Optimization exercise on an open flow, not production practice.
RTL: at most simulated, not proved equivalent.
Function not checked: runs 2 to 6.
Power: default activity.

--- flow/design.v ---
package csr_nfa_pkg;
	typedef logic [8-1:0] symbol_t;
	typedef logic [24-1:0] state_idx_t;
	typedef logic [16-1:0] line_addr_t;
	typedef logic [128-1:0] mem_line_t;
	typedef logic [4-1:0] lane_mask_t;
	typedef enum logic [1:0] {scan_wait_char, scan_probe, scan_visit, scan_swap} scan_state_e;
	typedef enum logic [2:0] {fetch_idle, fetch_ptr_read, fetch_ptr_wait, fetch_ptr_second,
		fetch_edge_read, fetch_edge_wait} fetch_state_e;
	function automatic logic [32-1:0] lane_word(input mem_line_t line,
		input logic [1:0] lane);
		lane_word = line[128-1-lane*32 -: 32];
	endfunction
endpackage
`timescale 1ns/1ns
module csr_nfa_top
(
	input logic clk,
	input logic reset,
	input csr_nfa_pkg::state_idx_t num_states,
	output logic char_ready,
	input logic char_valid,
	input csr_nfa_pkg::symbol_t char_a,
	input csr_nfa_pkg::symbol_t char_b,
	output logic rd_en,
	output csr_nfa_pkg::line_addr_t rd_addr,
	input csr_nfa_pkg::mem_line_t rd_data,
	output logic accept_a,
	output logic accept_b
);
	localparam int NS = 64;    
	localparam int NL = NS / 4 + 1;         
	localparam int PW = 18;                 
	function automatic logic [NL-1:0] low_oh(input logic [NL-1:0] v);
		logic seen;
		seen = 1'b0;
		for (int i = 0; i < NL; i++)
		begin
			low_oh[i] = v[i] && !seen;
			seen = seen || v[i];
		end
	endfunction
	function automatic logic [4:0] enc17(input logic [NL-1:0] oh);
		enc17 = '0;
		for (int i = 0; i < NL; i++)
			if (oh[i])
				enc17 = enc17 | 5'(i);
	endfunction
	function automatic logic [NL-1:0] dec17(input logic [4:0] g);
		for (int i = 0; i < NL; i++)
			dec17[i] = (g == 5'(i));
	endfunction
	function automatic logic [NL-1:0] need_lines(input logic [NS-1:0] u);
		logic [NS+4:0] ext;
		ext = {4'b0, u, 1'b0};
		for (int g = 0; g < NL; g++)
			need_lines[g] = |ext[4*g +: 5];
	endfunction
	function automatic logic [3:0] line_flags(input logic [NS-1:0] u, input logic [NL-1:0] oh);
		logic [NS+3:0] ext;
		ext = {3'b0, u, 1'b0};
		line_flags = '0;
		for (int g = 0; g < NL; g++)
			line_flags = line_flags | (ext[4*g +: 4] & {4{oh[g]}});
	endfunction
	logic [6:0] n1_q;
	logic [5:0] nm1_q;
	always_ff @(posedge clk)
		if (reset)
		begin
			n1_q <= num_states[6:0] + 7'd1;
			nm1_q <= num_states[5:0] - 6'd1;
		end
	logic running;
	logic quiet;
	logic quiet_d;
	csr_nfa_pkg::symbol_t ca_q;
	csr_nfa_pkg::symbol_t cb_q;
	logic [NS-1:0] cur_a;
	logic [NS-1:0] cur_b;
	logic [NS-1:0] nxt_a;
	logic [NS-1:0] nxt_b;
	logic [NL-1:0] pend;
	logic ir_en;
	logic [15:0] ir_addr;
	logic ir_ptr;
	logic ir_spec;
	logic ir_edge;
	logic [3:0] ir_la;
	logic [3:0] ir_lb;
	logic dt_ptr;
	logic dt_spec;
	logic dt_edge;
	logic [3:0] dt_la;
	logic [3:0] dt_lb;
	logic spec_held;
	logic [PW-1:0] hp [5];
	logic [PW-1:0] raw3;
	logic [3:0] heq;
	logic [3:0] rem_a;
	logic [3:0] rem_b;
	logic [3:0] acc_pa;
	logic [3:0] acc_pb;
	logic s_busy;
	logic ir_first;
	logic [15:0] s_line;
	logic [15:0] s_last;
	logic [1:0] s_ll;
	logic s_a;
	logic s_b;
	logic [1:0] s_idx;
	logic s_inhold;
	logic [3:0] lm_a;
	logic [3:0] lm_b;
	logic [5:0] lt [4];
	logic [6:0] cnt_a;
	logic [6:0] cnt_b;
	assign rd_en = ir_en;
	assign rd_addr = ir_addr;
	assign char_ready = !running || quiet;
	logic [NS-1:0] hit_a;
	logic [NS-1:0] hit_b;
	always_comb
	begin
		logic [7:0] hi_oh [4];
		logic [7:0] lo_oh [4];
		for (int l = 0; l < 4; l++)
			for (int k = 0; k < 8; k++)
			begin
				hi_oh[l][k] = (lt[l][5:3] == 3'(k));
				lo_oh[l][k] = (lt[l][2:0] == 3'(k));
			end
		for (int j = 0; j < NS; j++)
		begin
			hit_a[j] = 1'b0;
			hit_b[j] = 1'b0;
			for (int l = 0; l < 4; l++)
			begin
				hit_a[j] = hit_a[j] | (lm_a[l] & hi_oh[l][j/8] & lo_oh[l][j%8]);
				hit_b[j] = hit_b[j] | (lm_b[l] & hi_oh[l][j/8] & lo_oh[l][j%8]);
			end
		end
	end
	logic [NS-1:0] new_a;
	logic [NS-1:0] new_b;
	logic [NL-1:0] need_new;
	logic [NL-1:0] low_new;
	assign new_a = nxt_a | hit_a;
	assign new_b = nxt_b | hit_b;
	assign need_new = need_lines(new_a | new_b);
	assign low_new = low_oh(need_new);
	logic [PW-1:0] lane_p [4];
	logic [3:0] p_eq;
	always_comb
	begin
		for (int l = 0; l < 4; l++)
			lane_p[l] = rd_data[128-1-32*l-14 -: PW];
		p_eq[0] = (raw3 == lane_p[0]);
		for (int l = 1; l < 4; l++)
			p_eq[l] = (lane_p[l-1] == lane_p[l]);
	end
	logic spec_have;
	logic [3:0] spec_eq;
	assign spec_have = dt_spec || spec_held;
	assign spec_eq = dt_spec ? p_eq : heq;
	logic [3:0] rem;
	logic [3:0] d_oh;
	logic [PW-1:0] d_lo;
	logic [PW-1:0] d_hi;
	logic [PW-1:0] d_s;
	logic [PW-1:0] d_s4;
	logic [PW-1:0] d_e;
	logic [PW-1:0] d_lastw;
	logic [3:0] d_mask;
	logic d_a;
	logic d_b;
	assign rem = rem_a | rem_b;
	assign d_oh = rem & ~{rem[2:0] | {rem[1:0], 1'b0} | {rem[0], 2'b0}, 1'b0};
	always_comb
	begin
		d_lo = '0;
		d_hi = '0;
		for (int i = 0; i < 4; i++)
			if (d_oh[i])
			begin
				d_lo = hp[i];
				d_hi = hp[i+1];
			end
		d_s = d_lo;
		d_s4 = {d_lo[PW-1:2] + 16'd1, d_lo[1:0]};
		d_lastw = d_hi - 1'b1;
		for (int l = 0; l < 4; l++)
			d_mask[l] = (2'(l) >= d_s[1:0]);
		d_a = |(rem_a & d_oh);
		d_b = |(rem_b & d_oh);
	end
	logic rem_single;
	logic s_is_last;
	logic hold_ok;
	logic edge_ok;
	logic ptr_issue;
	logic spec_issue;
	logic merge;
	logic [3:0] s_mask;
	logic [NL-1:0] ptr_oh;
	logic [7:0] cnt_a_nx;
	logic [7:0] cnt_b_nx;
	logic quiet_next;
	logic fl_last;
	logic s_act;
	assign fl_last = ir_first && (ir_addr == s_last);
	assign s_act = s_busy && !fl_last;
	assign rem_single = (d_oh == rem);
	assign s_is_last = (s_line == s_last);
	assign hold_ok = (rem == '0) || (rem_single && (!s_act || s_is_last));
	assign edge_ok = running;
	assign cnt_a_nx = 8'(cnt_a) - 8'(cnt_a != '0) + 8'(acc_pa[0]) + 8'(acc_pa[1]) + 8'(acc_pa[2]) + 8'(acc_pa[3]);
	assign cnt_b_nx = 8'(cnt_b) - 8'(cnt_b != '0) + 8'(acc_pb[0]) + 8'(acc_pb[1]) + 8'(acc_pb[2]) + 8'(acc_pb[3]);
	assign quiet_next = running && !quiet && (pend == '0) && !ir_ptr && !ir_edge && !dt_ptr
		&& (rem == '0) && !s_act && (cnt_a_nx == 8'd0) && (cnt_b_nx == 8'd0);
	assign ptr_issue = !quiet && (pend != '0) && !dt_ptr && !dt_spec && hold_ok && !ir_ptr;
	assign spec_issue = running && !quiet && (pend == '0) && (rem == '0) && !s_act
		&& !ir_ptr && !dt_ptr && !ir_spec && !dt_spec && !spec_held && need_new[0];
	assign ptr_oh = low_oh(pend);
	logic gap_empty;
	logic [1:0] d_idx;
	always_comb
	begin
		gap_empty = 1'b1;
		d_idx = '0;
		for (int k = 0; k < 4; k++)
		begin
			if (d_oh[k])
				d_idx = 2'(k);
			if ((2'(k) > s_idx) && ((d_oh >> (k + 1)) != '0) && !heq[k])
				gap_empty = 1'b0;
		end
	end
	assign merge = s_act && s_is_last && s_inhold && (rem != '0) && (s_ll != 2'd3) && gap_empty;
	always_comb
		for (int l = 0; l < 4; l++)
			s_mask[l] = !s_is_last || (2'(l) <= s_ll);
	logic edge_go;
	assign edge_go = edge_ok && !quiet && !ptr_issue && (s_act || rem != '0);
	always_ff @(posedge clk)
	begin
		if (reset)
		begin
			ir_en <= 1'b1;
			ir_addr <= '0;
			ir_ptr <= 1'b1;
			ir_spec <= 1'b0;
			ir_edge <= 1'b0;
			s_busy <= 1'b0;
		end
		else
		begin
			ir_en <= 1'b0;
			ir_ptr <= 1'b0;
			ir_first <= 1'b0;
			if (fl_last)
				s_busy <= 1'b0;
			ir_spec <= 1'b0;
			ir_edge <= 1'b0;
			if (ptr_issue)
			begin
				ir_en <= 1'b1;
				ir_ptr <= 1'b1;
				ir_addr <= {11'd0, enc17(ptr_oh)};
			end
			else if (spec_issue)
			begin
				ir_en <= 1'b1;
				ir_spec <= 1'b1;
				ir_addr <= '0;
			end
			else if (edge_go && s_act)
			begin
				ir_en <= 1'b1;
				ir_edge <= 1'b1;
				ir_addr <= s_line;
				ir_la <= (s_a ? s_mask : 4'd0) | ((merge && d_a) ? d_mask : 4'd0);
				ir_lb <= (s_b ? s_mask : 4'd0) | ((merge && d_b) ? d_mask : 4'd0);
				s_line <= s_line + 16'd1;
				if (s_is_last)
				begin
					s_idx <= d_idx;
					s_busy <= merge;
					ir_first <= merge;
					s_last <= d_lastw[PW-1:2];
					s_ll <= d_lastw[1:0];
					s_a <= d_a;
					s_b <= d_b;
				end
			end
			else if (edge_go)
			begin
				ir_en <= 1'b1;
				ir_edge <= 1'b1;
				ir_addr <= d_s[PW-1:2];
				ir_la <= d_a ? d_mask : 4'd0;
				ir_lb <= d_b ? d_mask : 4'd0;
				s_busy <= 1'b1;
				ir_first <= 1'b1;
				s_idx <= d_idx;
				s_line <= d_s4[PW-1:2];
				s_last <= d_lastw[PW-1:2];
				s_ll <= d_lastw[1:0];
				s_a <= d_a;
				s_b <= d_b;
			end
		end
	end
	always_ff @(posedge clk)
	begin
		if (dt_ptr || dt_spec || reset)
			s_inhold <= 1'b0;
		else if (edge_go && !s_act)
			s_inhold <= 1'b1;
		if (dt_ptr || dt_spec)
		begin
			hp[0] <= hp[4];
			raw3 <= lane_p[3];
			for (int l = 0; l < 4; l++)
			begin
				hp[l+1] <= lane_p[l] + PW'(n1_q);
			end
			heq <= p_eq;
		end
	end
	logic take;
	assign take = running;
	always_ff @(posedge clk)
	begin
		if (reset)
		begin
			rem_a <= '0;
			rem_b <= '0;
			acc_pa <= '0;
			acc_pb <= '0;
			spec_held <= 1'b0;
		end
		else
		begin
			if (take)
			begin
				acc_pa <= '0;
				acc_pb <= '0;
			end
			if (quiet)
			begin
				spec_held <= 1'b0;
				rem_a <= spec_have ? ({new_a[2:0], 1'b0} & ~spec_eq) : 4'd0;
				rem_b <= spec_have ? ({new_b[2:0], 1'b0} & ~spec_eq) : 4'd0;
				acc_pa <= spec_have ? ({new_a[2:0], 1'b0} & spec_eq) : 4'd0;
				acc_pb <= spec_have ? ({new_b[2:0], 1'b0} & spec_eq) : 4'd0;
			end
			else if (dt_ptr)
			begin
				rem_a <= dt_la & ~p_eq;
				rem_b <= dt_lb & ~p_eq;
				acc_pa <= dt_la & p_eq;
				acc_pb <= dt_lb & p_eq;
			end
			else if (dt_spec && quiet_d)
			begin
				rem_a <= pend[0] ? ({cur_a[2:0], 1'b0} & ~p_eq) : 4'd0;
				rem_b <= pend[0] ? ({cur_b[2:0], 1'b0} & ~p_eq) : 4'd0;
				acc_pa <= pend[0] ? ({cur_a[2:0], 1'b0} & p_eq) : 4'd0;
				acc_pb <= pend[0] ? ({cur_b[2:0], 1'b0} & p_eq) : 4'd0;
			end
			else
			begin
				if (dt_spec)
					spec_held <= 1'b1;
				if (edge_go && (s_act ? merge : 1'b1))
				begin
					rem_a <= rem_a & ~d_oh;
					rem_b <= rem_b & ~d_oh;
				end
			end
		end
	end
	always_ff @(posedge clk)
	begin
		if (char_valid && char_ready)
		begin
			ca_q <= char_a;
			cb_q <= char_b;
		end
	end
	always_ff @(posedge clk)
	begin
		if (reset)
		begin
			running <= 1'b0;
			quiet <= 1'b0;
			quiet_d <= 1'b0;
			cur_a <= NS'(1);
			cur_b <= NS'(1);
			nxt_a <= '0;
			nxt_b <= '0;
			pend <= NL'(1);
			dt_ptr <= 1'b0;
			dt_spec <= 1'b0;
			dt_edge <= 1'b0;
		end
		else
		begin
			quiet <= quiet_next;
			quiet_d <= quiet;
			if (!running && char_valid)
				running <= 1'b1;
			if (quiet)
			begin
				running <= char_valid;
				cur_a <= new_a;
				cur_b <= new_b;
				nxt_a <= '0;
				nxt_b <= '0;
				pend <= need_new & {{(NL-1){1'b1}}, !spec_have};
			end
			else
			begin
				nxt_a <= new_a;
				nxt_b <= new_b;
				if (ir_ptr && (running || char_valid))
					pend <= pend & ~low_oh(pend);
				else if (dt_spec && quiet_d)
					pend <= pend & {{(NL-1){1'b1}}, 1'b0};
			end
			dt_ptr <= ir_ptr && (running || char_valid);
			dt_spec <= ir_spec;
			dt_edge <= ir_edge;
		end
	end
	logic [3:0] lane_cap;
	always_comb
		for (int l = 0; l < 4; l++)
			lane_cap[l] = !fl_last || (2'(l) <= s_ll);
	always_ff @(posedge clk)
	begin
		if (ir_ptr)
		begin
			dt_la <= line_flags(cur_a, dec17(ir_addr[4:0]));
			dt_lb <= line_flags(cur_b, dec17(ir_addr[4:0]));
		end
		else
		begin
			dt_la <= ir_la & lane_cap;
			dt_lb <= ir_lb & lane_cap;
		end
	end
	always_ff @(posedge clk)
	begin
		logic [32-1:0] w;
		logic ok;
		for (int l = 0; l < 4; l++)
		begin
			w = csr_nfa_pkg::lane_word(rd_data, 2'(l));
			ok = !reset && dt_edge && (w[23:6] == '0) && (w[5:0] <= nm1_q);
			lm_a[l] <= ok && dt_la[l] && (w[31:24] == ca_q);
			lm_b[l] <= ok && dt_lb[l] && (w[31:24] == cb_q);
			lt[l] <= w[5:0];
		end
	end
	always_ff @(posedge clk)
	begin
		if (reset)
		begin
			cnt_a <= '0;
			cnt_b <= '0;
			accept_a <= 1'b0;
			accept_b <= 1'b0;
		end
		else
		begin
			accept_a <= take && (cnt_a != '0);
			accept_b <= take && (cnt_b != '0);
			if (take)
			begin
				cnt_a <= cnt_a_nx[6:0];
				cnt_b <= cnt_b_nx[6:0];
			end
		end
	end
endmodule
--- flow/flow/run.sh ---
#!/bin/bash
# The standard layout, with repair_timing aiming at a larger setup margin
set -euo pipefail
bash standard.sh SETUP_SLACK_MARGIN=6 finish > standard_run.log 2>&1
--- flow/standard.sh ---
#!/bin/bash
# synth_recipe.tcl (not shown) runs the flow's synth.tcl, then flattens the netlist and writes it again
# the make line also repeats each setting of config.mk as NAME=value (left out here)
make -C /OpenROAD-flow-scripts/flow DESIGN_CONFIG=/design/flow/config.mk WORK_HOME=/design/flow/orfs CLKGATE_MAP_FILE= SYNTH_SCRIPT=/design/flow/synth_recipe.tcl "${@:-finish}"
--- flow/config.mk ---
export PLATFORM = sky130hd
export DESIGN_NAME = csr_nfa_top
export DESIGN_NICKNAME = csr_nfa_top
export VERILOG_FILES = /design/flow/design.v
export SDC_FILE = /design/flow/constraint.sdc
export NUM_CORES = 4
export LEC_CHECK = 0
export ABC_AREA = 0
export CAP_MARGIN = 35
export CELL_PAD_IN_SITES_DETAIL_PLACEMENT = 0
export CELL_PAD_IN_SITES_GLOBAL_PLACEMENT = 1
export CORE_MARGIN = 2
export CORE_UTILIZATION = 45
export SETUP_SLACK_MARGIN = 5
export SLEW_MARGIN = 35
--- flow/constraint.sdc ---
create_clock -name core_clock -period 10.0 [get_ports {clk}]
set_input_delay 2.0000 -clock core_clock [delete_from_list [all_inputs] [get_ports {clk}]]
set_output_delay 2.0000 -clock core_clock [all_outputs]
set_load 0.01 [all_outputs]
==> impl_results.md, run 1 <==
- CTS Hold Buffers Added: 0
- Row count: 92
- Post-synthesis cell type count: 85
- CP endpoint kind: flop
- Fmax: 254 MHz
- Hold Crit Endpoint: cur_b[55]
- DP HPWL: 84,300 um
- Most used DFF post-synth: dfxtp_1
- Vias per cell: 6.46
- CTS root buf: clkbuf_16
- Pin count of the biggest net entering global routing: 132
- Final setup violation count: 0
- Area Growth Syn to Fin: 17.2%
- Final nets: 3,531
- HP Start: cur_b[55]
- Yosys synthesis warning count: 6
- CTS sink count: 560
- # H-tree levels: 2
- Synth Area in Simple Gates: 0.185
- Clk_lat worst skew: 0.68 ns
- Endpoints failing hold: 0
- XOR/XNOR Fraction of Synth Area: 0.0837
- Antenna-violating nets left: 0
- RSZ-0062 raised after global routing: yes
- Worst-Margin Slew: 0.999 ns
- Pre-antenna DRT Iters: 7
- RR Endpoint: s_b
- CP Launch Type: input pin
- Core Area: 0.0633 mm^2
- Worst Hold Depth: 2
- Grt ovf: 0
- Post-Place Cells: 4,037
- Most frequent cells in the layout: dfxtp_1, o22ai_1, nor2_1, nand2_1, o21ai_0
- Seq/Total Area, Yosys: 0.453
- Ports: 191
- Avg Cell Area, Syn: 9.15 um^2
- Syn_nets: 3,423
- Port Buf Inserts: 173
- Commonest non-fill, non-tap cell in the layout: dfxtp_1
- First-pass GRT wire length: 170,000 um
- Max-Cap Viols: 0
- R2R cell count: 9
- CTS clock-pin slew for the worst setup and hold paths: 0.06 ns
- Combinational family with the most area after synthesis: simple AND/OR/NAND/NOR gates
- DIE WIDTH: 257 um
- Clock tree buffer depth: 3
- Mux contribution to synthesized area: 0.0121
- Setup CP Type: in -> reg
- Peak supply drop: 0.158 mV
- CP Max Fanout: 5
- DIE HEIGHT: 257 um
- Final Max Tran Viols: 0
- CTS tree: done
- Non-Filler Instances: 4,162
- Setup TNS: 0 ns
- Post-Syn Instances: 3,156
- Max-slew headroom: 0.328
- Wire per inst: 28.3 um
- Tcrit/Tclk final: 0.394
- Hold WC Path Type: reg -> reg
- Share of cells above drive strength 1: 0.0890
- Compound-gate portion of the synthesized area: 0.178
- GP Congestion: 0.973
- WP data arrival: 4.47 ns
- Starting density of the core: 0.456
- Vias in the first global route: 25,200
- Die area: 0.0662 mm^2
- R2R Setup Slk: 6.22 ns
- Ys async rst share: 0
- Total wire length: 118,000 um
- Initial DRC Count: 3,902
- PwrDens: 196 mW/mm^2
- Final min period: 3.94 ns
- Post-synth EDFFs: 186
- Outcome: no timing/DRC/antenna violations
- Mapped Area: 0.0289 mm^2
- Initial antenna violation count: 8
- Via count: 26,900
- Post-Synth Adder-Cell Area: 0.0445
- Synth Register Bits: 560
- Max Clock Skew: 0.0532 ns
- Worst path required time: 10.53 ns
- Worst reg2reg startpoint: lt[2][2]
- Pleak: 12.3 nW
- # DRC: 0
- CTS Buf Count: 61
- Gr usage total: 0.345
[cell usage after synthesis, types with 9 or more instances]
cell type,number,share of area
dfxtp_1,374,0.26
nor2_1,272,0.035
o22ai_1,270,0.058
nand2_1,238,0.031
o21ai_0,224,0.039
nor3_1,187,0.032
edfxtp_1,186,0.19
xor2_1,152,0.046
clkbuf_1,139,0.018
xnor2_1,124,0.038
inv_1,108,0.014
nand3_1,94,0.016
ha_1,86,0.037
nand4_1,67,0.015
nor4_1,63,0.014
a21oi_1,58,0.010
a22oi_1,44,0.011
buf_2,42,0.0073
nor2b_1,34,0.0074
mux2i_1,27,0.0094
o21a_1,23,0.0060
a22o_1,22,0.0067
a211oi_1,21,0.0055
a221oi_1,20,0.0061
and3_1,20,0.0043
nand3b_1,14,0.0036
o21bai_1,13,0.0034
a21o_1,12,0.0031
a221o_1,12,0.0042
a222oi_1,12,0.0042
fa_1,10,0.0069
or3_1,10,0.0022
o2bb2ai_1,9,0.0027
[metal layers]
metal	vias up	wire length [um]	GRT usage
li1	11800	-	-
met1	13000	51600	0.506
met2	1710	48100	0.489
met3	278	14300	0.0954
met4	8	3700	0.105
met5	-	101	0
[power breakdown]
part,total (W),internal [W],switching (W)
Sequential,0.00266,0.00252,0.000142
Combinational,0.00161,0.000641,0.000965
Clock,0.00236,0.00138,0.000980
[critical path, cell delays in order]
cell             delay, ns
clkdlybuf4s50_1       0.65
xor2_1                0.27
nor4_1                0.42
nand3_1               0.26
nor4_4                0.51
nor2_1                0.11
a22o_1                0.25
[worst max-delay path by stage]
stage / depth (start not counted) / end / startpoint
5_1_grt: 8 / s_a / lt[1][2]
3_5_place_dp: 12 / hp[4][10] / rd_data[0]
3_3_place_gp: 12 / hp[4][10] / rd_data[0]
4_1_cts: 12 / hp[3][12] / rd_data[32]
2_1_floorplan: 11 / hp[3][12] / rd_data[32]
6_report: 7 / rem_a[0] / rd_data[101]
[timing repair]
action                     CTS  global route
buffers inserted             1             5
setup endpoints to repair  110            96
pin swaps                    1            10
resized for setup           69            69
gates cloned                 1             2
[metrics by stage]
stage          utilization  power (W)  cell area (um^2)  hold slack (ns)  worst slack [ns]
2_1_floorplan            -    0.00372             28900            0.421              6.00
3_3_place_gp         0.495    0.00420             31300            0.435              4.65
3_5_place_dp         0.496    0.00425             31400            0.443              4.64
4_1_cts              0.531    0.00660             33600            0.457              6.02
5_1_grt              0.535    0.00691             33900            0.458              6.00
6_report             0.535    0.00663             33900            0.454              6.06
[sequential cells by signal, indices dropped and copies added, names as in the netlist, 7 cells and up]
name     count
cnt_b        7
raw3        18
cur_a       64
nxt_b       64
cb_q         8
cur_b       64
hp          90
cnt_a        7
nxt_a       64
s_line      16
pend        17
ir_addr     16
s_last      16
ca_q         8
lt          24
[cell type report]
cell class,instances,area [um^2]
clock buffer,92,1780
fill,5782,29500
antenna,1,2.50
tap,846,1060
sequential,560,13100
timing repair buffer,241,2310
multi-input combinational,2287,14900
inverter,113,427
clock inverter,22,290
[kinds of logic after synthesis]
| logic type | Yosys count |
|---|---|
| AOI/OAI and AO/OA | 799 |
| muxes | 33 |
| and+or+nand+nor | 1079 |
| buffers and inverters | 312 |
| adders and majority gates | 97 |
| xor gates and xnor gates | 276 |
| DFF | 560 |
Testbench counts, summed over its fixed seeds: cycles 103,859.
==> inputs of run 2 (changes only) <==
--- a/flow/design.v
+++ b/flow/design.v
@@ -48,2 +48,9 @@
 	endfunction
+	function automatic logic [PW-1:0] add_base(input logic [PW-1:0] p, input logic [6:0] b);
+		logic [7:0] lo;
+		logic [PW-8:0] hi1;
+		lo = {1'b0, p[6:0]} + {1'b0, b};
+		hi1 = p[PW-1:7] + 1'b1;
+		add_base = {lo[7] ? hi1 : p[PW-1:7], lo[6:0]};
+	endfunction
 	function automatic logic [NL-1:0] dec17(input logic [4:0] g);
@@ -119,3 +126,4 @@
 	assign rd_addr = ir_addr;
-	assign char_ready = !running || quiet;
+	logic ready_q;
+	assign char_ready = ready_q;
 	logic [NS-1:0] hit_a;
@@ -325,3 +333,3 @@
 			begin
-				hp[l+1] <= lane_p[l] + PW'(n1_q);
+				hp[l+1] <= add_base(lane_p[l], n1_q);
 			end
@@ -398,2 +406,3 @@
 			quiet_d <= 1'b0;
+			ready_q <= 1'b1;
 			cur_a <= NS'(1);
@@ -411,2 +420,3 @@
 			quiet_d <= quiet;
+			ready_q <= quiet_next || (quiet ? !char_valid : (!running && !char_valid));
 			if (!running && char_valid)
==> flow/flow/run.sh (replaced) <==
#!/bin/bash
# The standard layout, with repair_timing aiming at a larger setup margin
set -euo pipefail
bash standard.sh SETUP_SLACK_MARGIN=7 finish > standard_run.log 2>&1
--- a/flow/config.mk
+++ b/flow/config.mk
@@ -13,2 +13,4 @@
 export CORE_UTILIZATION = 45
+export CTS_CLUSTER_DIAMETER = 80
+export CTS_CLUSTER_SIZE = 22
 export SETUP_SLACK_MARGIN = 5
==> impl_results.md, run 2 <==
- GP Congestion: 0.959
- Avg Cell Area, Syn: 9.10 um^2
- Endpoints failing hold: 0
- Setup CP Type: reg -> reg
- Top cells by count, synth: dfxtp_1, nor2_1, nand2_1
- Outcome: no timing/DRC/antenna violations
- Mapped Area: 0.0292 mm^2
- CTS sink count: 561
- Seq/Total Area, Yosys: 0.448
- Setup TNS: 0 ns
- Gr usage total: 0.351
- Buf/Inv on CP: 1
- # H-tree levels: 2
- CTS Buf Count: 38
- Vias in the first global route: 25,900
- Initial DRC Count: 3,328
- Most common cell in the netlist: dfxtp_1
- Max-Cap Viols: 0
- Clock Power Share: 0.282
- FF+latch area: 0.0132 mm^2
- First-pass GRT wire length: 174,000 um
- Hold WC Path Type: reg -> reg
- Yosys synthesis warning count: 6
- Final Max Tran Viols: 0
- CP Launch Type: flop
- Port Buf Inserts: 173
- Pin count of the biggest net entering global routing: 127
- DP HPWL: 85,300 um
- Initial antenna violation count: 3
- Worst path required time: 10.53 ns
- Pre-antenna DRT Iters: 8
- Die area: 0.0670 mm^2
- Clock tree buffer depth: 3
- Clk_lat worst skew: 0.62 ns
- Switch share: 0.326
- Max reg flops: 90
- DIE WIDTH: 259 um
- Met2 track demand over resource: 0.512
- Reg power frac: 0.421
- Most used DFF post-synth: dfxtp_1
- Max-slew headroom: 0.342
- Post-synthesis cell type count: 73
- CP Max Fanout: 2
- Starting density of the core: 0.454
- Most Crowded Layer GR: met2
- Antenna-violating nets left: 0
- Fmax: 259 MHz
- Synth Register Bits: 561
- Tcrit/Tclk final: 0.387
- Ys async rst share: 0
- # DRC: 0
- Internal power: 0.00417 W
- Cell with the largest stage delay on the worst path: or4_1
- Syn_nets: 3,484
- CTS clock-pin slew for the worst setup and hold paths: 0.09 ns
- Share of cells above drive strength 1: 0.242
- Total wire length: 123,000 um
- Post-route cell area: 0.0377 mm^2
- Peak supply drop: 0.119 mV
- Max Clock Skew: 0.0358 ns
- FILL cells: 5,555
- Met3 usage: 0.108
- Area of the multi-input gates: 0.0174 mm^2
- PwrDens: 164 mW/mm^2
- Largest stage delay, worst path: 0.53 ns
- Fin util: 0.586
- Final min period: 3.87 ns
- DIE HEIGHT: 259 um
- Synth top area cells: dfxtp_1, edfxtp_1, xor2_1, xnor2_1, nor2_1
- Via count: 27,800
- Area Growth Syn to Fin: 28.9%
- Dpl cell area: 0.0326 mm^2
- Top reg by flops: hp
- Synth area leader: dfxtp_1
- Worst-Margin Slew: 0.984 ns
- Antenna diode count: 0
- Most frequent cells in the layout: dfxtp_1, nor2_1, nand2_1, edfxtp_1, buf_4
- Pleak: 13.6 nW
- Post-synth EDFFs: 186
- Final nets: 3,768
- RSZ-0062 raised after global routing: yes
- Wire per inst: 28.1 um
- Core Area: 0.0643 mm^2
- WP data arrival: 4.40 ns
- Post-Syn Instances: 3,213
- Commonest non-fill, non-tap cell in the layout: dfxtp_1
- Area share of the largest cell type after synthesis: 0.257
- CTS root buf: clkbuf_16
- Grt ovf: 0
- CP endpoint kind: flop
- CP Cell Sequence: nor3_4 -> nand3_4 -> ha_4 -> fa_1 -> fa_2 -> inv_2 -> fa_2 -> nand2_2 -> nand2_2 -> a21oi_4 -> xnor2_2 -> or4_1 -> or4_4 -> nor4_2 -> nand4_1 -> nor2_1
- Comb pwr share: 0.297
- Vias per cell: 6.34
- Final setup violation count: 0
- Row count: 93
- P_sw: 0.00202 W
- Met1 usage: 0.499
- Top delay family on crit path: simple AND/OR/NAND/NOR gates
- Ports: 191
- CTS tree: done
## run 2: power groups by stage
stage / clock (W) / sequential (W) / combinational (W)
2_1_floorplan: 0 / 0.00259 / 0.00101
3_3_place_gp: 0 / 0.00265 / 0.00135
3_5_place_dp: 0 / 0.00265 / 0.00139
4_1_cts: 0.00175 / 0.00260 / 0.00165
5_1_grt: 0.00183 / 0.00261 / 0.00200
6_report: 0.00174 / 0.00260 / 0.00184
## run 2: metal layers
metal,share of wire,routed length (um),vias to the layer above
li1,-,-,12400
met1,0.43,53300,13700
met2,0.42,51900,1463
met3,0.12,14300,215
met4,0.029,3550,0
met5,0,0,-
## run 2: cell families (layout without fill, tap and decap cells)
family / Yosys count / after routing / synth area share
and+or+nand+nor: 1165 / 1173 / 0.192
buffers and inverters: 298 / 601 / 0.0390
xor gates and xnor gates: 285 / 285 / 0.0854
muxes: 39 / 39 / 0.0136
adders and majority gates: 101 / 101 / 0.0457
AOI/OAI and AO/OA: 764 / 764 / 0.176
DFF: 561 / 561 / 0.448
## run 2: final timing paths
path         slack [ns]  endpoint  startpoint  cells after the start
max                6.13     quiet    cnt_a[6]                     16
max reg2reg        6.13     quiet    cnt_a[6]                     16
min reg2reg        0.45  hp[0][3]    hp[4][3]                      0
min                0.45  hp[0][3]    hp[4][3]                      0
## run 2: final cells by class
| class | count | share of cell area |
|---|---|---|
| Clock inverter | 23 | 0.00757 |
| Timing Repair inverter | 1 | 0.000199 |
| Clock buffer | 44 | 0.0270 |
| Inverter | 103 | 0.0108 |
| Timing Repair Buffer | 430 | 0.115 |
| Multi-Input combinational cell | 2362 | 0.461 |
| Sequential cell | 561 | 0.350 |
| Tap cell | 855 | 0.0284 |
## run 2: timing repair
action / 4_1_cts / 5_1_grt
buffers inserted: 96 / 65
pin swaps: 153 / 128
cloned: 14 / 4
setup endpoints to repair: 457 / 335
hold buffers: 0 / 0
resized for setup: 763 / 240
## run 2: stage by stage
stage / power [W] / setup slack, ns / std cells / hold WS (ns)
after floorplan: 0.00360 / 5.88 / 3213 / 0.421
after global placement: 0.00400 / 4.86 / 4131 / 0.432
after detailed placement: 0.00404 / 4.81 / 4133 / 0.435
after CTS: 0.00601 / 5.94 / 4310 / 0.456
after global routing: 0.00644 / 5.98 / 4379 / 0.459
final: 0.00618 / 6.13 / 4379 / 0.455
==> inputs of run 3 (changes only) <==
==> flow/flow/run.sh (replaced) <==
#!/bin/bash
# The standard layout, with repair_timing aiming at a larger setup margin
set -euo pipefail
bash standard.sh SETUP_SLACK_MARGIN=6.6 finish > standard_run.log 2>&1
==> impl_results.md, run 3 <==
- Post-Syn Instances: 3,213
- Setup TNS: 0 ns
- Most used DFF post-synth: dfxtp_1
- FF+latch area: 0.0131 mm^2
- CP endpoint: quiet
- Ys async rst share: 0
- Comb pwr share: 0.276
- Cell with the largest stage delay on the worst path: fa_1
- Max Clock Skew: 0.0395 ns
- Hold WS: 0.455 ns
- Grt ovf: 0
- CTS clock-pin slew for the worst setup and hold paths: 0.08 ns
- Wire per inst: 28.1 um
- Area share of the largest cell type after synthesis: 0.257
- Final nets: 3,666
- Pin count of the biggest net entering global routing: 74
- WP depth: 15
- Avg Cell Area, Syn: 9.10 um^2
- FILL cells: 5,834
- CTS Hold Buffers Added: 0
- Reg power frac: 0.433
- Worst-Margin Slew: 1.08 ns
- Die area: 0.0670 mm^2
- Tot Pwr: 0.00604 W
- Pre-antenna DRT Iters: 8
- Syn_nets: 3,484
- Worst path required time: 10.51 ns
- Initial DRC Count: 3,329
- Internal power: 0.00407 W
- Port Buf Inserts: 173
- Post-synthesis cell type count: 73
- Ports: 191
- Endpoints failing hold: 0
- Most frequent cells in the layout: dfxtp_1, nor2_1, nand2_1, o21ai_0, edfxtp_1
- Synth top area cells: dfxtp_1, edfxtp_1, xor2_1, xnor2_1, nor2_1
- CP Max Fanout: 2
- Vias per cell: 6.40
- CP Launch Type: flop
- Switch share: 0.326
- Pleak: 12.6 nW
- Clock Power Share: 0.291
- Tcrit/Tclk final: 0.397
- Final Max Tran Viols: 0
- Synth area leader: dfxtp_1
- R2R Setup Slk: 6.03 ns
- Area Growth Syn to Fin: 20.2%
- Vias in the first global route: 25,600
- Setup CP Type: reg -> reg
- Antenna-violating nets left: 0
- CTS sink count: 561
- Final min period: 3.97 ns
- PwrDens: 172 mW/mm^2
- CP Cell Sequence: nor3_4 -> nand3_4 -> ha_4 -> fa_1 -> fa_2 -> inv_2 -> fa_2 -> buf_4 -> buf_4 -> xor2_2 -> or4_1 -> or4_4 -> nor4_4 -> nand4_1 -> nor2_1
- Outcome: no timing/DRC/antenna violations
- WP data arrival: 4.48 ns
- Share of cells above drive strength 1: 0.154
- Total wire length: 120,000 um
- Final setup violation count: 0
- Most common cell in the netlist: dfxtp_1
- Gr usage total: 0.347
- RSZ-0062 raised after global routing: yes
- Top delay family on crit path: simple AND/OR/NAND/NOR gates
- CP endpoint kind: flop
- Hold WC Path Type: reg -> reg
- Max reg flops: 90
- Area of the multi-input gates: 0.0163 mm^2
- Initial antenna violation count: 7
- Mapped Area: 0.0292 mm^2
- Commonest non-fill, non-tap cell in the layout: dfxtp_1
- Max-Cap Viols: 0
- RR Endpoint: quiet
- Largest stage delay, worst path: 0.50 ns
- Worst Setup SP: cnt_a[1]
- GP Congestion: 0.979
- Yosys synthesis warning count: 6
- Buf/Inv on CP: 3
- Core Area: 0.0643 mm^2
- Max-slew headroom: 0.278
- Clock tree buffer depth: 3
- Synth Register Bits: 561
- Clk_lat worst skew: 0.61 ns
- CTS Buf Count: 38
- Post-synth EDFFs: 186
- Starting density of the core: 0.454
- First-pass GRT wire length: 172,000 um
- Top reg by flops: hp
- R2R cell count: 15
- Seq/Total Area, Yosys: 0.448
- CTS tree: done
- Peak supply drop: 0.163 mV
- Top cells by count, synth: dfxtp_1, nor2_1, nand2_1
- CTS root buf: clkbuf_16
- DP HPWL: 85,700 um
- Worst reg2reg startpoint: cnt_a[1]
- # H-tree levels: 2
- P_sw: 0.00197 W
- Row count: 93
- Fmax: 252 MHz
- Via count: 27,400
- DIE WIDTH: 259 um
- DIE HEIGHT: 259 um
- # DRC: 0
[run 3: cell types whose count changed in the layout (fill, tap and decap cells not counted), moves of 16 or more]
cell,before,now
nor3_1,123,159
nor3_2,56,24
buf_4,167,140
o21ai_0,166,188
a21oi_1,31,47
dfxtp_1,328,346
dlygate4sd2_1,6,22
buf_6,89,17
nand2_1,238,255
[run 3: worst register-to-register path, stage by stage (launching register included)]
cell and delay, ns:
dfxtp_4 0.35, nor3_4 0.21, nand3_4 0.10, ha_4 0.25, fa_1 0.50, fa_2 0.21
inv_2 0.04, fa_2 0.37, buf_4 0.15, buf_4 0.13, xor2_2 0.15, or4_1 0.50
or4_4 0.44, nor4_4 0.14, nand4_1 0.22, nor2_1 0.15
[run 3: how the worst min path moves through the flow]
stage / from / end / cells after the start
final: hp[4][10] / hp[0][10] / 0
after global routing: hp[4][1] / hp[0][1] / 0
after CTS: hp[4][10] / hp[0][10] / 0
after detailed placement: hp[4][1] / hp[0][1] / 0
after global placement: hp[4][10] / hp[0][10] / 0
after floorplan: dt_la[0] / lm_a[0] / 2
[run 3: kinds of logic after synthesis]
logic type	share of synthesized area
DFF	0.448
adders and majority gates	0.0457
xor gates and xnor gates	0.0854
muxes	0.0136
buffers and inverters	0.0390
and+or+nand+nor	0.192
AOI/OAI and AO/OA	0.176
[run 3: cell type report]
type,instances,area share
inverters,103,0.0114
repair inverters,2,0.000356
flip-flops and latches,561,0.374
clock buffers,46,0.0300
diodes,2,0.000142
well taps,855,0.0304
repair buffers,329,0.0822
multi-input cells,2360,0.464
clock inverters,22,0.00751
[run 3: per-layer routing]
| layer | wire, um | GRT usage | up-vias |
|---|---|---|---|
| li1 | - | - | 12100 |
| met1 | 52300 | 0.505 | 13400 |
| met2 | 49700 | 0.495 | 1575 |
| met3 | 13200 | 0.0856 | 282 |
| met4 | 5070 | 0.131 | 8 |
| met5 | 60 | 0 | - |
[run 3: timing repair]
| item | 4_1_cts | 5_1_grt |
|---|---|---|
| endpoints found under the setup margin | 342 | 257 |
| gates cloned | 8 | 2 |
| pin swaps | 61 | 36 |
| resized for setup | 406 | 118 |
| hold endpoints to repair | 0 | 0 |
| buffers inserted | 56 | 30 |
[run 3: power groups by stage]
stage	clock (W)	combinational (W)	sequential (W)
global route	0.00187	0.00182	0.00263
finish	0.00176	0.00167	0.00262
global placement	0	0.00136	0.00266
detailed placement	0	0.00141	0.00266
CTS	0.00178	0.00156	0.00261
floorplan	0	0.000997	0.00259
[run 3: per-stage QoR]
step | instance area [um^2] | cells | worst slack, ns | utilization
2_1_floorplan | 29700 | 3213 | 5.88 | -
3_3_place_gp | 32200 | 4114 | 4.98 | 0.501
3_5_place_dp | 32300 | 4114 | 4.93 | 0.501
4_1_cts | 34400 | 4246 | 5.99 | 0.535
5_1_grt | 35100 | 4278 | 5.84 | 0.546
6_report | 35100 | 4280 | 6.03 | 0.546
==> inputs of run 4 (changes only) <==
--- a/flow/design.v
+++ b/flow/design.v
@@ -227,3 +227,3 @@
 	assign quiet_next = running && !quiet && (pend == '0) && !ir_ptr && !ir_edge && !dt_ptr
-		&& (rem == '0) && !s_act && (cnt_a_nx == 8'd0) && (cnt_b_nx == 8'd0);
+		&& (rem == '0) && !s_act && (cnt_a <= 7'd1) && (acc_pa == '0) && (cnt_b <= 7'd1) && (acc_pb == '0);
 	assign ptr_issue = !quiet && (pend != '0) && !dt_ptr && !dt_spec && hold_ok && !ir_ptr;
==> impl_results.md, run 4 <==
- Area share of the largest cell type after synthesis: 0.256
- Worst path required time: 10.32 ns
- Gr usage total: 0.349
- XOR/XNOR Fraction of Synth Area: 0.0850
- DIE WIDTH: 259 um
- CTS tree: done
- Most common cell in the netlist: dfxtp_1
- Fmax: 283 MHz
- Pin count of the biggest net entering global routing: 128
- CP Max Fanout: 6
- Syn_nets: 3,485
- Reg power frac: 0.427
- Clock Power Share: 0.259
- Ports: 191
- Combinational family with the most area after synthesis: simple AND/OR/NAND/NOR gates
- Clock tree buffer depth: 3
- Total wire length: 120,000 um
- Post-Synth Adder-Cell Area: 0.0481
- CTS clock-pin slew for the worst setup and hold paths: 0.09 ns
- RSZ-0062 raised after global routing: yes
- Pre-antenna DRT Iters: 9
- Synth Area in Simple Gates: 0.189
- CP endpoint kind: flop
- Max-Cap Viols: 0
- Synth Register Bits: 561
- Internal power: 0.00417 W
- Outcome: no timing/DRC/antenna violations
- Tot Pwr: 0.00628 W
- Core Area: 0.0645 mm^2
- Most frequent cells in the layout: dfxtp_1, nand2_1, nor2_1, o22ai_1, o21ai_0
- Wire per inst: 28.3 um
- Clk_lat worst skew: 0.59 ns
- Row count: 93
- CTS sink count: 561
- Ys async rst share: 0
- Worst-Margin Slew: 1.10 ns
- Top reg by flops: hp
- Initial DRC Count: 3,547
- DIE HEIGHT: 259 um
- Grt ovf: 0
- Starting density of the core: 0.455
- Pleak: 12.8 nW
- Mapped Area: 0.0293 mm^2
- Final min period: 3.53 ns
- Post-synth EDFFs: 186
- Final setup violation count: 0
- CTS root buf: clkbuf_16
- First-pass GRT wire length: 174,000 um
- Switch share: 0.337
- Via count: 27,300
- Post-Syn Instances: 3,208
- Synth area leader: dfxtp_1
- Mux contribution to synthesized area: 0.0122
- Peak supply drop: 0.209 mV
- Area of the multi-input gates: 0.0164 mm^2
- Setup TNS: 0 ns
- Vias per cell: 6.42
- Initial antenna violation count: 6
- # H-tree levels: 2
- Max-slew headroom: 0.263
- CTS Buf Count: 35
- Max Clock Skew: 0.0292 ns
- Share of cells above drive strength 1: 0.159
- Commonest non-fill, non-tap cell in the layout: dfxtp_1
- Seq/Total Area, Yosys: 0.446
- Avg Cell Area, Syn: 9.14 um^2
- Max reg flops: 90
- Setup CP Type: in -> reg
- Tcrit/Tclk final: 0.353
- Yosys synthesis warning count: 6
- Die area: 0.0672 mm^2
- Final nets: 3,647
- CTS Hold Buffers Added: 0
- Port Buf Inserts: 173
- Most used DFF post-synth: dfxtp_1
- WP data arrival: 3.85 ns
- Post-synthesis cell type count: 89
- DP HPWL: 87,600 um
- Comb pwr share: 0.314
- Final Max Tran Viols: 0
- # DRC: 0
- Top cells by count, synth: dfxtp_1, nor2_1, nand2_1
- FILL cells: 5,860
- FF+latch area: 0.0132 mm^2
- Vias in the first global route: 25,900
- Antenna-violating nets left: 0
- P_sw: 0.00211 W
- GP Congestion: 0.976
- Area Growth Syn to Fin: 19.5%
- CP Launch Type: input pin
- Endpoints failing hold: 0
- PwrDens: 179 mW/mm^2
- Synth top area cells: dfxtp_1, edfxtp_1, o22ai_1, xor2_1, ha_1
- Compound-gate portion of the synthesized area: 0.177
- Hold WC Path Type: reg -> reg
[run 4: changes by cell type in the layout (fill, tap and decap cells not counted), sizes merged, moves of 8 or more]
cell    change
a21o       +11
a221o      +12
a222oi      +9
a22o       -61
a22oi      -38
nand2b      -9
nand3      +11
nor2       -52
nor3       +15
nor4        +8
o22ai      +62
[run 4: metal layers]
metal	up-vias	wire [um]	track usage
li1	12100	-	-
met3	210	14800	0.110
met5	-	49	0
met2	1522	49500	0.502
met4	8	3280	0.0904
met1	13400	52500	0.503
[run 4: worst max-delay path, stage by stage]
cell       delay (ns)
buf_12           0.12
ha_4             0.25
a21o_1           0.12
a21oi_2          0.07
o21bai_2         0.19
a2111oi_4        0.12
nor3_4           0.34
and4_4           0.32
nand4_1          0.14
xnor2_1          0.17
[run 4: cell families (layout without fill, tap and decap cells)]
family,after synthesis,in the layout
AOI/OAI and AO/OA,774,774
xor gates and xnor gates,283,283
adders and majority gates,107,107
buffers and inverters,314,496
DFF,561,561
muxes,35,35
other,0,1
and+or+nand+nor,1134,1136
[run 4: what timing repair did]
action | in CTS | in global routing
cloned | 4 | 0
pin swaps | 77 | 55
buffers inserted | 56 | 26
gates resized for setup | 448 | 102
endpoints found under the setup margin | 363 | 253
[run 4: area by class of cell]
class | count | share of cell area
multi-input combinational | 2335 | 0.467
clock buffer | 44 | 0.0275
sequential | 561 | 0.375
antenna | 1 | 0.0000714
timing repair buffer | 329 | 0.0827
clock inverter | 15 | 0.00543
tap | 855 | 0.0305
inverter | 108 | 0.0117
[run 4: worst paths after layout]
kind               startpoint         to  slack [ns]  depth (start not counted)
setup / recovery  rd_data[65]  hp[2][16]        6.47                         10
hold / removal       hp[4][8]   hp[0][8]        0.46                          0
setup reg to reg     cnt_b[4]   cnt_b[6]        6.54                         17
hold reg to reg      hp[4][8]   hp[0][8]        0.46                          0
[run 4: metrics by stage]
stage          utilization  hold WS (ns)  instances  cell area (um^2)  setup slack, ns
6_report             0.543         0.456       4248             35000             6.47
5_1_grt              0.543         0.458       4247             35000             6.37
4_1_cts              0.535         0.457       4220             34500             6.43
3_5_place_dp         0.500         0.440       4101             32200             4.92
3_3_place_gp         0.498         0.432       4099             32100             4.95
2_1_floorplan            -         0.417       3208             29700             6.16
[run 4: power by group through the flow]
| stage | logic, W | clock network (W) | registers, W |
|---|---|---|---|
| after global placement | 0.00160 | 0 | 0.00273 |
| final | 0.00197 | 0.00163 | 0.00268 |
| after global routing | 0.00215 | 0.00172 | 0.00269 |
| after detailed placement | 0.00164 | 0 | 0.00273 |
| after CTS | 0.00186 | 0.00165 | 0.00267 |
| after floorplan | 0.00117 | 0 | 0.00265 |
==> inputs of run 5 (changes only) <==
--- a/flow/design.v
+++ b/flow/design.v
@@ -228,3 +228,7 @@
 		&& (rem == '0) && !s_act && (cnt_a <= 7'd1) && (acc_pa == '0) && (cnt_b <= 7'd1) && (acc_pb == '0);
-	assign ptr_issue = !quiet && (pend != '0) && !dt_ptr && !dt_spec && hold_ok && !ir_ptr;
+	logic [3:0] rem_next;
+	logic early_ok;
+	assign rem_next = (dt_la | dt_lb) & ~p_eq;
+	assign early_ok = (rem == '0) && ((rem_next & (rem_next - 4'd1)) == '0) && ((rem_next == '0) || !s_act || s_is_last);
+	assign ptr_issue = !quiet && (pend != '0) && !dt_spec && !ir_ptr && (dt_ptr ? early_ok : hold_ok);
 	assign spec_issue = running && !quiet && (pend == '0) && (rem == '0) && !s_act
==> impl_results.md, run 5 <==
- Max Clock Skew: 0.0432 ns
- CTS Hold Buffers Added: 0
- Vias per cell: 6.35
- Final min period: 4.93 ns
- Post-synthesis cell type count: 82
- Vias in the first global route: 25,900
- GP Congestion: 1.02
- Top reg by flops: hp
- Final nets: 3,699
- Setup CP Type: in -> reg
- Setup TNS: 0 ns
- Worst slack, placed: 2.47 ns
- Port Buf Inserts: 173
- Pre-antenna DRT Iters: 6
- Grt ovf: 0
- Wire per inst: 27.5 um
- Mapped Area: 0.0294 mm^2
- Syn_nets: 3,489
- DP HPWL: 84,700 um
- Clk_lat worst skew: 0.61 ns
- RSZ-0062 raised after global routing: yes
- PwrDens: 187 mW/mm^2
- Most used DFF post-synth: dfxtp_1
- Area of the multi-input gates: 0.0171 mm^2
- Largest stage delay, worst path: 0.55 ns
- Pin count of the biggest net entering global routing: 96
- # H-tree levels: 2
- Gr usage total: 0.341
- DIE HEIGHT: 260 um
- Final Max Tran Viols: 0
- Worst-Margin Slew: 1.01 ns
- Via count: 27,400
- Max-slew headroom: 0.322
- Area Growth Syn to Fin: 23.1%
- CTS root buf: clkbuf_16
- Hold Crit Endpoint: dt_la[3]
- Area share of the largest cell type after synthesis: 0.255
- Met3 usage: 0.0860
- Endpoints failing hold: 0
- Initial antenna violation count: 10
- Cell with the largest stage delay on the worst path: a2111o_2
- Pleak: 13.4 nW
- Worst reg2reg startpoint: pend[0]
- Most frequent cells in the layout: dfxtp_1, nor2_1, nand2_1, edfxtp_1, nor3_1
- FILL cells: 5,704
- R2R Setup Slk: 5.46 ns
- First-pass GRT wire length: 171,000 um
- Max reg flops: 90
- Antenna-violating nets left: 0
- Synth Register Bits: 561
- CP Launch Type: input pin
- Fin worst setup slack: 5.07 ns
- Clock tree buffer depth: 3
- Ys async rst share: 0
- # DRC: 0
- Most common cell in the netlist: dfxtp_1
- Tcrit/Tclk final: 0.493
- CP Cell Sequence: buf_4 -> xor2_4 -> nor4_4 -> nand3_2 -> o32ai_4 -> buf_12 -> o221ai_2 -> a2111o_2 -> nand2_8 -> mux2i_2 -> inv_1 -> ha_4 -> nand2_4 -> nor2_4 -> nand2_2 -> nor2_4 -> nand2_2 -> xnor2_2 -> mux2_4
- Hold WC Path Type: reg -> reg
- Met1 usage: 0.492
- Seq/Total Area, Yosys: 0.445
- Yosys synthesis warning count: 6
- Row count: 93
- Top cells by count, synth: dfxtp_1, nor2_1, nand2_1
- Top delay family on crit path: simple AND/OR/NAND/NOR gates
- Post-synth EDFFs: 186
- Final setup violation count: 0
- Die area: 0.0675 mm^2
- Share of cells above drive strength 1: 0.183
- CTS Buf Count: 38
- Ports: 191
- Most Crowded Layer GR: met2
- Starting density of the core: 0.456
- Total wire length: 119,000 um
- FF+latch area: 0.0131 mm^2
- Commonest non-fill, non-tap cell in the layout: dfxtp_1
- Worst path required time: 10.34 ns
- Buf/Inv on CP: 3
- Outcome: no timing/DRC/antenna violations
- RR Endpoint: ir_la[3]
- WP data arrival: 5.27 ns
- DIE WIDTH: 260 um
- Synth area leader: dfxtp_1
- Worst Hold Depth: 2
- R2R cell count: 20
- CTS sink count: 561
- Initial DRC Count: 3,379
- CP Max Fanout: 5
- Fmax: 203 MHz
- Met2 track demand over resource: 0.501
- HP Start: cur_a[6]
- Synth top area cells: dfxtp_1, edfxtp_1, xnor2_1, ha_1, xor2_1
- CTS tree: done
- Avg Cell Area, Syn: 9.17 um^2
- CTS clock-pin slew for the worst setup and hold paths: 0.10 ns
- Core Area: 0.0646 mm^2
- CP endpoint kind: flop
- Worst Setup SP: rd_data[34]
- Max-Cap Viols: 0
- Post-Syn Instances: 3,212
- Peak supply drop: 0.122 mV
## run 5: cell type report
type	instances	share of cell area
Multi-Input combinational cell	2374	0.472
Inverter	97	0.0103
Clock buffer	44	0.0286
Clock inverter	21	0.00656
Sequential cell	561	0.362
Antenna cell	3	0.000207
Timing Repair Buffer	350	0.0910
Tap cell	855	0.0295
## run 5: metal layers
metal | vias up | routed length, um
li1 | 12200 | -
met1 | 13300 | 50800
met2 | 1585 | 50300
met3 | 239 | 13600
met4 | 16 | 3630
met5 | - | 92
## run 5: how the worst max path moves through the flow
stage / to / depth (start not counted)
6_report: s_line[12] / 19
5_1_grt: s_line[12] / 19
2_1_floorplan: s_line[12] / 19
3_5_place_dp: s_line[12] / 18
4_1_cts: s_line[12] / 19
3_3_place_gp: s_line[12] / 18
## run 5: cell families (layout without fill, tap and decap cells)
logic type,Yosys count,in the layout,synth area share
compound gates,767,767,0.179
xor+xnor,290,290,0.0863
fa+ha+maj,107,107,0.0479
buf+inv,285,512,0.0376
flops,561,561,0.445
mux,40,40,0.0139
other cells,0,3,0
simple gates,1162,1170,0.191
## run 5: tightest hold or removal path, cell delays in order, from the launching register on
cell	delay [ns]
dfxtp_1	0.31
nand2_1	0.05
a31oi_1	0.07
## run 5: report_power, final
group / leakage [nW] / switching, W / internal, W
Combinational: 7.97 / 0.00132 / 0.000970
Sequential: 4.79 / 0.000206 / 0.00258
Clock: 0.619 / 0.000906 / 0.000806
Total: 13.4 / 0.00243 / 0.00435
## run 5: repair_timing
item | 4_1_cts | 5_1_grt
cloned | 13 | 1
endpoints found under the setup margin | 381 | 340
pin swaps | 86 | 99
resized for setup | 463 | 277
buffers inserted | 63 | 38
## run 5: per-stage QoR
step,util,cells,instance area [um^2],hold slack [ns],power (W)
floorplan,-,3212,29900,0.420,0.00406
global placement,0.502,4120,32400,0.433,0.00471
detailed placement,0.502,4121,32500,0.435,0.00475
CTS,0.542,4262,35000,0.449,0.00664
global route,0.561,4302,36200,0.459,0.00708
finish,0.561,4305,36200,0.437,0.00679
==> inputs of run 6 (changes only) <==
--- a/flow/design.v
+++ b/flow/design.v
@@ -231,4 +231,6 @@
 	assign rem_next = (dt_la | dt_lb) & ~p_eq;
-	assign early_ok = (rem == '0) && ((rem_next & (rem_next - 4'd1)) == '0) && ((rem_next == '0) || !s_act || s_is_last);
-	assign ptr_issue = !quiet && (pend != '0) && !dt_spec && !ir_ptr && (dt_ptr ? early_ok : hold_ok);
+	logic ptr_norm;
+	assign early_ok = (rem == '0) && !s_act && ((rem_next & (rem_next - 4'd1)) == '0);
+	assign ptr_norm = !quiet && (pend != '0) && !dt_spec && !ir_ptr && !dt_ptr && hold_ok;
+	assign ptr_issue = ptr_norm || (!quiet && (pend != '0) && !ir_ptr && dt_ptr && early_ok);
 	assign spec_issue = running && !quiet && (pend == '0) && (rem == '0) && !s_act
@@ -255,3 +257,3 @@
 	logic edge_go;
-	assign edge_go = edge_ok && !quiet && !ptr_issue && (s_act || rem != '0);
+	assign edge_go = edge_ok && !quiet && !ptr_norm && (s_act || rem != '0);
 	always_ff @(posedge clk)
==> impl_results.md, run 6 <==
- RR Endpoint: ir_en
- Initial antenna violation count: 3
- Synth area leader: dfxtp_1
- DP HPWL: 86,400 um
- Endpoints failing hold: 0
- Max-slew headroom: 0.291
- CP Cell Sequence: buf_4 -> xor2_1 -> nor4_1 -> nand3_1 -> o32a_4 -> nor3_4 -> nor2_2 -> a221oi_4 -> buf_12 -> mux2_4
- Final min period: 3.83 ns
- RSZ-0062 raised after global routing: yes
- Final nets: 3,689
- Pleak: 13.2 nW
- Avg Cell Area, Syn: 9.20 um^2
- Starting density of the core: 0.457
- Worst Setup SP: rd_data[101]
- Setup CP Type: in -> reg
- CP endpoint kind: flop
- PwrDens: 173 mW/mm^2
- Initial DRC Count: 2,999
- Most common cell in the netlist: dfxtp_1
- Post-Syn Instances: 3,213
- Fmax: 261 MHz
- Clock tree buffer depth: 3
- Wire per inst: 27.5 um
- Via count: 27,100
- Hold WC Path Type: reg -> reg
- Mapped Area: 0.0296 mm^2
- DIE WIDTH: 260 um
- Antenna-violating nets left: 0
- Die area: 0.0678 mm^2
- Pre-antenna DRT Iters: 9
- Gr usage total: 0.337
- CP Launch Type: input pin
- FILL cells: 5,797
- # DRC: 0
- Max-Cap Viols: 0
- Seq/Total Area, Yosys: 0.443
- Vias in the first global route: 25,600
- Ports: 191
- CTS tree: done
- Final Max Tran Viols: 0
- Grt ovf: 0
- CP endpoint: ir_addr[3]
- Core Area: 0.0647 mm^2
- R2R Setup Slk: 6.51 ns
- Fin util: 0.554
- Peak supply drop: 0.118 mV
- CP Max Fanout: 6
- Area share of the largest cell type after synthesis: 0.254
- Setup TNS: 0 ns
- CTS clock-pin slew for the worst setup and hold paths: 0.09 ns
- Yosys synthesis warning count: 6
- R2R cell count: 9
- Area of the multi-input gates: 0.0168 mm^2
- # H-tree levels: 2
- Max reg flops: 90
- Most frequent cells in the layout: dfxtp_1, nor2_1, nand2_1, edfxtp_1
- Worst path required time: 10.49 ns
- Port Buf Inserts: 173
- Area Growth Syn to Fin: 21.3%
- Cell with the largest stage delay on the worst path: o32a_4
- Most used DFF post-synth: dfxtp_1
- CTS sink count: 561
- Vias per cell: 6.33
- DIE HEIGHT: 260 um
- CTS Buf Count: 36
- Hold WS: 0.445 ns
- Largest stage delay, worst path: 0.40 ns
- Row count: 93
- Post-synthesis cell type count: 87
- Final setup violation count: 0
- Top cells by count, synth: dfxtp_1, nor2_1, nand2_1
- Total wire length: 118,000 um
- Max Clock Skew: 0.0437 ns
- First-pass GRT wire length: 169,000 um
- Pin count of the biggest net entering global routing: 120
- Post-synth EDFFs: 186
- GP Congestion: 0.992
- Share of cells above drive strength 1: 0.179
- WP data arrival: 4.33 ns
- Synth Register Bits: 561
- Commonest non-fill, non-tap cell in the layout: dfxtp_1
- Ys async rst share: 0
- Worst reg2reg startpoint: lt[1][2]
- Top reg by flops: hp
- CTS root buf: clkbuf_16
- Clk_lat worst skew: 0.63 ns
- Synth top area cells: dfxtp_1, edfxtp_1, xnor2_1, ha_1, nor2_1
- Outcome: no timing/DRC/antenna violations
- Worst-Margin Slew: 1.06 ns
- Syn_nets: 3,490
- FF+latch area: 0.0131 mm^2
- Tcrit/Tclk final: 0.383
[run 6: per-stage QoR]
stage	total power (W)	instances	worst slack (ns)	instance area [um^2]
6_report	0.00621	4290	6.17	35900
5_1_grt	0.00647	4288	6.16	35900
4_1_cts	0.00612	4266	6.11	35100
3_5_place_dp	0.00434	4138	4.27	32800
3_3_place_gp	0.00429	4134	4.04	32700
2_1_floorplan	0.00380	3213	5.92	30100
[run 6: report_power, final]
part / total, W / internal [W] / switching, W
sequential: 0.00268 / 0.00253 / 0.000148
combinational: 0.00187 / 0.000800 / 0.00107
clock: 0.00166 / 0.000774 / 0.000889
total: 0.00621 / 0.00410 / 0.00211
[run 6: cells by family after synthesis]
family / Yosys count / share of synthesized area
multiplexers: 38 / 0.0131
buffers and inverters: 323 / 0.0435
XOR/XNOR: 279 / 0.0826
flip-flops: 561 / 0.443
AO/OA/AOI/OAI: 782 / 0.186
adder cells (fa/ha/maj): 106 / 0.0474
AND/OR/NAND/NOR: 1124 / 0.185
[run 6: what timing repair did]
action                                  in CTS  in global routing
resized for setup                          437                227
pin swaps                                   91                 73
buffers inserted                            62                 22
hold buffers                                 0                  0
cloned                                       7                  0
endpoints found under the setup margin     266                254
[run 6: area by class of cell]
cell class	count	share of cell area
timing repair inverter	1	0.000209
tap	855	0.0298
sequential	561	0.366
clock inverter	18	0.00684
antenna	2	0.000140
clock buffer	41	0.0268
multi-input combinational	2335	0.469
timing repair buffer	344	0.0868
inverter	133	0.0142
[run 6: worst max-delay path, delay by kind of cell]
kind	cells	cell delay (ns)
compound gates	2	0.72
xor+xnor	1	0.17
buf+inv	2	0.33
mux	1	0.29
simple gates	4	0.82
[run 6: per-layer routing]
layer | global-route usage | up-vias | part of all wire
met5 | 0 | - | 0.000093
met4 | 0.0963 | 2 | 0.028
met3 | 0.0884 | 194 | 0.11
met2 | 0.488 | 1435 | 0.42
met1 | 0.493 | 13300 | 0.44
li1 | - | 12200 | -
[run 6: worst min-delay path by stage]
stage                     end  depth (start not counted)      start
detailed placement  hp[0][12]                          0  hp[4][12]
global route        hp[0][12]                          0  hp[4][12]
global placement    hp[0][11]                          0  hp[4][11]
CTS                 hp[0][12]                          0  hp[4][12]
finish              hp[0][12]                          0  hp[4][12]
floorplan           hp[0][10]                          0  hp[4][10]
==> inputs of run 7 (changes only) <==
--- a/flow/design.v
+++ b/flow/design.v
@@ -228,9 +228,9 @@
 		&& (rem == '0) && !s_act && (cnt_a <= 7'd1) && (acc_pa == '0) && (cnt_b <= 7'd1) && (acc_pb == '0);
-	logic [3:0] rem_next;
-	logic early_ok;
-	assign rem_next = (dt_la | dt_lb) & ~p_eq;
+	logic [3:0] act_next;
 	logic ptr_norm;
-	assign early_ok = (rem == '0) && !s_act && ((rem_next & (rem_next - 4'd1)) == '0);
-	assign ptr_norm = !quiet && (pend != '0) && !dt_spec && !ir_ptr && !dt_ptr && hold_ok;
-	assign ptr_issue = ptr_norm || (!quiet && (pend != '0) && !ir_ptr && dt_ptr && early_ok);
+	logic early_ok;
+	assign act_next = dt_la | dt_lb;
+	assign early_ok = dt_ptr && (rem == '0) && (!s_act || s_is_last) && ((act_next & (act_next - 4'd1)) == '0);
+	assign ptr_norm = !dt_ptr && !dt_spec && hold_ok;
+	assign ptr_issue = !quiet && (pend != '0) && !ir_ptr && (ptr_norm || early_ok);
 	assign spec_issue = running && !quiet && (pend == '0) && (rem == '0) && !s_act
@@ -257,3 +257,3 @@
 	logic edge_go;
-	assign edge_go = edge_ok && !quiet && !ptr_norm && (s_act || rem != '0);
+	assign edge_go = edge_ok && !quiet && !ptr_issue && (s_act || rem != '0);
 	always_ff @(posedge clk)
==> flow/flow/run.sh (replaced) <==
#!/bin/bash
# The standard layout, with repair_timing aiming at a larger setup margin
# and plain buffers (instead of the default delay-cell buffers) on the ports
set -euo pipefail
bash standard.sh SETUP_SLACK_MARGIN=6.6 "BUFFER_PORTS_ARGS=-buffer_cell sky130_fd_sc_hd__buf_4" finish > standard_run.log 2>&1
==> impl_results.md, run 7 <==
- Synth area leader: dfxtp_1
- Post-Synth Adder-Cell Area: 0.0479
- Most used DFF post-synth: dfxtp_1
- FILL cells: 5,868
- Area share of the largest cell type after synthesis: 0.255
- GP Congestion: 1.00
- Row count: 93
- Share of cells above drive strength 1: 0.191
- Largest stage delay, worst path: 0.31 ns
- CTS sink count: 561
- R2R Setup Slk: 6.53 ns
- CP most frequent cell: o21a_1
- Endpoints failing hold: 0
- Starting density of the core: 0.456
- Clock tree buffer depth: 3
- Mapped Area: 0.0295 mm^2
- Post-route cell area: 0.0349 mm^2
- Pleak: 12.9 nW
- Port Buf Inserts: 173
- Worst reg2reg startpoint: cnt_b[4]
- WP data arrival: 4.03 ns
- Fmax: 285 MHz
- Vias per cell: 6.37
- Max-Cap Viols: 0
- Setup CP Type: in -> reg
- Ys async rst share: 0
- DIE WIDTH: 260 um
- Commonest non-fill, non-tap cell in the layout: dfxtp_1
- Ports: 191
- CP Cell Sequence: buf_12 -> buf_4 -> ha_4 -> nor2b_1 -> o21a_1 -> o21a_1 -> o21a_1 -> o21a_1 -> o22ai_1 -> nand4_1 -> buf_4 -> nor3_1
- CTS root buf: clkbuf_16
- RSZ-0062 raised after global routing: yes
- Gr usage total: 0.341
- CTS tree: done
- Max reg flops: 90
- Top cells by count, synth: dfxtp_1, nor2_1, nand2_1
- DP HPWL: 85,400 um
- Post-Syn Instances: 3,200
- Setup TNS: 0 ns
- Final nets: 3,675
- Worst Setup SP: rd_data[97]
- Synth Area in Simple Gates: 0.189
- Peak supply drop: 0.147 mV
- Final Max Tran Viols: 0
- Pre-antenna DRT Iters: 6
- Total wire length: 118,000 um
- Pin count of the biggest net entering global routing: 130
- Buf/Inv on CP: 3
- Initial DRC Count: 3,450
- CTS clock-pin slew for the worst setup and hold paths: 0.09 ns
- CP Max Fanout: 3
- Top reg by flops: hp
- R2R cell count: 17
- Most frequent cells in the layout: dfxtp_1, buf_4, nor2_1, nand2_1, o21ai_0
- Antenna-violating nets left: 0
- RR Endpoint: cnt_b[6]
- Clk_lat worst skew: 0.61 ns
- Avg Cell Area, Syn: 9.21 um^2
- DIE HEIGHT: 260 um
- Top delay family on crit path: compound AO/OA/AOI/OAI gates
- Combinational family with the most area after synthesis: simple AND/OR/NAND/NOR gates
- Compound-gate portion of the synthesized area: 0.183
- Wire per inst: 27.7 um
- Final setup violation count: 0
- Most common cell in the netlist: dfxtp_1
- Hold WC Path Type: reg -> reg
- Core Area: 0.0646 mm^2
- First-pass GRT wire length: 170,000 um
- Mux contribution to synthesized area: 0.0120
- PwrDens: 202 mW/mm^2
- Max-slew headroom: 0.204
- Hold WS: 0.458 ns
- # DRC: 0
- Dpl cell area: 0.0322 mm^2
- CTS Buf Count: 38
- Area Growth Syn to Fin: 18.5%
- Final min period: 3.51 ns
- Max Clock Skew: 0.0312 ns
- Grt ovf: 0
- Seq/Total Area, Yosys: 0.444
- # H-tree levels: 2
- Post-synth EDFFs: 186
- Synth Register Bits: 561
- Syn_nets: 3,477
- XOR/XNOR Fraction of Synth Area: 0.0847
- CP Launch Type: input pin
- Via count: 27,300
- Worst Hold Depth: 0
- CP endpoint kind: flop
- Initial antenna violation count: 7
- CP endpoint: lm_a[0]
- Cell with the largest stage delay on the worst path: o22ai_1
- Vias in the first global route: 25,400
- Worst path required time: 10.52 ns
- Outcome: no timing/DRC/antenna violations
- WP depth: 12
- Die area: 0.0676 mm^2
- Post-synthesis cell type count: 94
- Yosys synthesis warning count: 6
- Tcrit/Tclk final: 0.351
- Synth top area cells: dfxtp_1, edfxtp_1, xor2_1, ha_1, nor2_1
- Worst-Margin Slew: 1.18 ns
## run 7: cell count changes after synthesis, sizes merged, moves of 15 or more
cell / delta
a222oi: -16
nor4: +15
xor2: +42
a221oi: +23
nand2: -25
nor3: -17
nor2: +27
inv: -44
o21ai: +46
xnor2: -36
## run 7: how the worst min path moves through the flow
| stage | slack (ns) | startpoint | to |
|---|---|---|---|
| 6_report | 0.46 | hp[4][17] | hp[0][17] |
| 5_1_grt | 0.47 | hp[4][5] | hp[0][5] |
| 4_1_cts | 0.46 | hp[4][17] | hp[0][17] |
| 3_5_place_dp | 0.44 | hp[4][17] | hp[0][17] |
| 3_3_place_gp | 0.43 | hp[4][5] | hp[0][5] |
| 2_1_floorplan | 0.42 | cur_a[42] | cur_a[42] |
## run 7: through the flow
step | util | worst slack [ns] | power (W) | instances
final | 0.541 | 6.49 | 0.00704 | 4279
after global routing | 0.541 | 6.38 | 0.00736 | 4278
after CTS | 0.533 | 6.43 | 0.00693 | 4248
after detailed placement | 0.499 | 5.49 | 0.00505 | 4121
after global placement | 0.497 | 5.56 | 0.00498 | 4118
after floorplan | - | 5.63 | 0.00432 | 3200
## run 7: logic make-up (layout without fill, tap and decap cells)
family | count (synthesis) | after routing
other | 0 | 1
flip-flops | 561 | 561
multiplexers | 34 | 34
adder cells (fa/ha/maj) | 107 | 107
AO/OA/AOI/OAI | 794 | 794
AND/OR/NAND/NOR | 1136 | 1141
buffers and inverters | 283 | 501
XOR/XNOR | 285 | 285
## run 7: per-layer routing
layer | vias to the layer above | global-route usage | part of all wire
met5 | - | 0.0164 | 0.0016
met4 | 6 | 0.0829 | 0.028
met3 | 221 | 0.0812 | 0.12
met2 | 1470 | 0.490 | 0.42
met1 | 13400 | 0.509 | 0.44
li1 | 12200 | - | -
## run 7: report_power, final
part / leakage (nW) / total, W / switching (W) / internal [W]
registers: 4.79 / 0.00288 / 0.000256 / 0.00262
logic: 7.46 / 0.00246 / 0.00143 / 0.00103
clock network: 0.614 / 0.00170 / 0.000915 / 0.000786
## run 7: cell type report
class / count / area, um^2 / area share
timing repair inverter: 1 / 7.51 / 0.000215
clock inverter: 21 / 204 / 0.00584
antenna: 1 / 2.50 / 0.0000716
clock buffer: 44 / 1050 / 0.0300
tap: 855 / 1070 / 0.0306
timing repair buffer: 347 / 2830 / 0.0810
sequential: 561 / 13100 / 0.376
multi-input combinational: 2361 / 16300 / 0.466
inverter: 88 / 342 / 0.00978
## run 7: repair_timing
item / in CTS / in global routing
pin swaps: 64 / 45
endpoints found under the setup margin: 211 / 173
resized for setup: 102 / 42
cloned: 7 / 1
hold buffers: 0 / 0
buffers inserted: 55 / 29
Testbench counts of run 7, summed over its fixed seeds: cycles 100,107.
